Context: an optimization exercise on an open-source flow, tuned for a short achievable clock period and few clock cycles. The choices shown serve that exercise and are no tape-out recipe.
The RTL was checked by simulation tests, not by an equivalence proof against the original design.
Power figures rest on the tool's default switching activity, not on a simulated workload.

rev 12:
// rv_pipeline_top
module rv_pipeline_top #(
    parameter logic [rv_pipe_pkg::XLEN-1:0] RESET_PC = '0
) (
    input  logic                         clock,
    input  logic                         reset,
    output logic [1:0]                   mem_cmd,
    output logic [rv_pipe_pkg::XLEN-1:0] mem_addr,
    output logic [rv_pipe_pkg::XLEN-1:0] mem_wdata,
    input  logic [rv_pipe_pkg::XLEN-1:0] mem_rdata,
    output logic                         commit_valid,
    output logic                         commit_wr_en,
    output logic [4:0]                   commit_wr_idx,
    output logic [rv_pipe_pkg::XLEN-1:0] commit_wr_data,
    output logic [rv_pipe_pkg::XLEN-1:0] commit_npc,
    output logic [1:0]                   status
);
    localparam int CI = 5;              
    localparam int CN = 1 << CI;        
    localparam int TL = CI + 2;         
    logic [31:2]  pc;
    logic [CN-1:0] pc_oh;               
    logic         ic_v   [0:CN-1];
    logic [10:TL] ic_tag [0:CN-1];
    logic [31:0]  ic_inst[0:CN-1];
    logic         ic_tk  [0:CN-1];      
    logic [10:2]  ic_npc [0:CN-1];      
    logic [10:2]  ic_tgt [0:CN-1];      
    logic         fl_v;
    logic [31:2]  fl_pc;
  ...
Size in the first run: roughly 9600 cells after synthesis, ~3600 flip-flops, roughly 0.15 mm² of cells after synthesis.
make LEC_CHECK=0 ABC_CLOCK_PERIOD_IN_PS=1000 CAP_MARGIN=20 CORE_MARGIN=2 CORE_UTILIZATION=35 SETUP_SLACK_MARGIN=5 SLEW_MARGIN=20 finish   # period 7.0 ns
run.sh (not shown) runs the stock make flow with config.mk's settings and CLKGATE_MAP_FILE= SYNTH_SCRIPT=/design/flow/synth_recipe.tcl, a recipe that flattens the netlist after the stock synthesis.
Testbench counts of rev 12, summed over its fixed seeds: cycles 33,745.
Input changes introduced in rev 13 (baseline for comparison: rev 12):
-- flow/design.v --
<<< rev 12, line 122
    logic [31:0]  e_a, e_b, e_sd;
    logic         e_la, e_lb, e_ls;     
    logic         e_l2a, e_l2b;         
    logic         e_u2;                 
    logic         e_add, e_sub, e_and, e_or, e_xor;
    logic         e_ld, e_st, e_br, e_bne, e_pred;
>>> rev 13, line 122
    logic [31:0]  e_a, e_b, e_sd;
    logic         e_la, e_lb, e_ls;     
    logic         e_add, e_sub, e_and, e_or, e_xor;
    logic         e_ld, e_st, e_br, e_bne, e_pred;
<<< rev 12, line 220
    assign ld1   = e_v && e_ld && e_wen && use1 && e_rd == rs1;
    assign ld2   = e_v && e_ld && e_wen && use2 && e_rd == rs2;
    logic is_alu, u2_hz;
    assign is_alu = is_op || is_addi;
    assign u2_hz  = e_v && e_u2 && e_wen &&
                    ((use1 && e_rd == rs1) || (use2 && e_rd == rs2));
    assign ld_hz  = (ld1 && !is_br && !is_alu) || (ld2 && !is_br && !is_sw && !is_alu) || u2_hz;
    function automatic logic [31:0] ks_add(input logic [31:0] a, input logic [31:0] b,
                                           input logic cin);
>>> rev 13, line 218
    assign ld1   = e_v && e_ld && e_wen && use1 && e_rd == rs1;
    assign ld2   = e_v && e_ld && e_wen && use2 && e_rd == rs2;
    assign ld_hz = (ld1 && !is_br) || (ld2 && !is_br && !is_sw);
    function automatic logic [31:0] ks_add(input logic [31:0] a, input logic [31:0] b,
                                           input logic cin);
<<< rev 12, line 255
    assign cmp_b   = e_lb ? mem_rdata : e_b;
    assign e_taken = (cmp_a == cmp_b) ^ e_bne;
    logic [31:0] a2, b2, alu2;
    assign a2   = e_l2a ? mem_rdata : e_a;
    assign b2   = e_l2b ? mem_rdata : e_b;
    assign alu2 = ({32{e_add}} & (a2 + b2)) | ({32{e_sub}} & (a2 - b2)) |
                  ({32{e_and}} & (a2 & b2)) | ({32{e_or}} & (a2 | b2)) |
                  ({32{e_xor}} & (a2 ^ b2));
    assign e_ok    = e_v && !rd_r;       
    assign e_redir = e_ok && e_br && (e_taken != e_pred);
>>> rev 13, line 249
    assign cmp_b   = e_lb ? mem_rdata : e_b;
    assign e_taken = (cmp_a == cmp_b) ^ e_bne;
    assign e_ok    = e_v && !rd_r;       
    assign e_redir = e_ok && e_br && (e_taken != e_pred);
<<< rev 12, line 397
        e_sd   <= v2;
        e_la   <= ld1 && is_br;
        e_l2a  <= ld1 && is_alu;
        e_l2b  <= ld2 && is_alu;
        e_u2   <= (ld1 || ld2) && is_alu;
        e_lb   <= ld2 && is_br;
        e_ls   <= ld2 && is_sw;
>>> rev 13, line 385
        e_sd   <= v2;
        e_la   <= ld1 && is_br;
        e_lb   <= ld2 && is_br;
        e_ls   <= ld2 && is_sw;
<<< rev 12, line 422
        m_rd   <= e_rd;
        m_wen  <= e_wen;
        m_res  <= e_u2 ? alu2 : e_alu;
        m_sd   <= e_ls ? mem_rdata : e_sd;
        m_ld   <= e_ld;
>>> rev 13, line 407
        m_rd   <= e_rd;
        m_wen  <= e_wen;
        m_res  <= e_alu;
        m_sd   <= e_ls ? mem_rdata : e_sd;
        m_ld   <= e_ld;
--- outcome ---
Relative to rev 12, the sequential share of layout area of rev 13 is higher by 2.6 points.
Final cell area: rev 13 below rev 12
For final cell count, dividing the value from rev 12 by the value from rev 13 gives 1.08.
Total combinational power: rev 13 vs rev 12 up about 3%
Rev 13 has less setup slack than rev 12.
Arrival time of data at the critical path endpoint: higher on rev 13
[rev 13 vs rev 12] count of buffering cells on the critical path with inverters included: lower in rev 13
Going from rev 12 to rev 13, total number of vias shrank by a few percent.
Logic gate share of total power: rev 13 and rev 12 compared, higher one is rev 12
Re share of the yosys chip area belonging to registers: rev 13 is 3.0 points up on rev 12.
Testbench counts of rev 13, summed over its fixed seeds: cycles 34,119.

[port drivers added, routing unchanged]
Ports are ideal in the flow. The routed layouts listed here were re-timed in OpenROAD.
Step 1: set_driving_cell puts a clkbuf_16 on clock and a buf_2 on each other input, an assumption about the parent block.
Step 2, shift: input delay + t, output delay - t, t = (earliest + latest rising clock arrival at the registers) / 2. This alone moves slack from input paths to output paths.
a / b / c = ideal ports / drivers / drivers and shift; a / b = the first two.
| run | t, ns | setup WS [ns] | clock arrival spread, ns | cell pins on the clock port's net |
|---|---|---|---|---|
| rev 12 | 1.050 | 3.340 / 3.340 / 2.384 | 0.155 / 0.155 | 1 |
| rev 13 | 1.055 | 3.303 / 3.303 / 2.621 | 0.083 / 0.083 | 1 |
After both steps every run listed still meets setup and hold. The setup slack of rev 12, which loses most, moves by 0.000 ns with the drivers and by -0.956 ns with both steps.
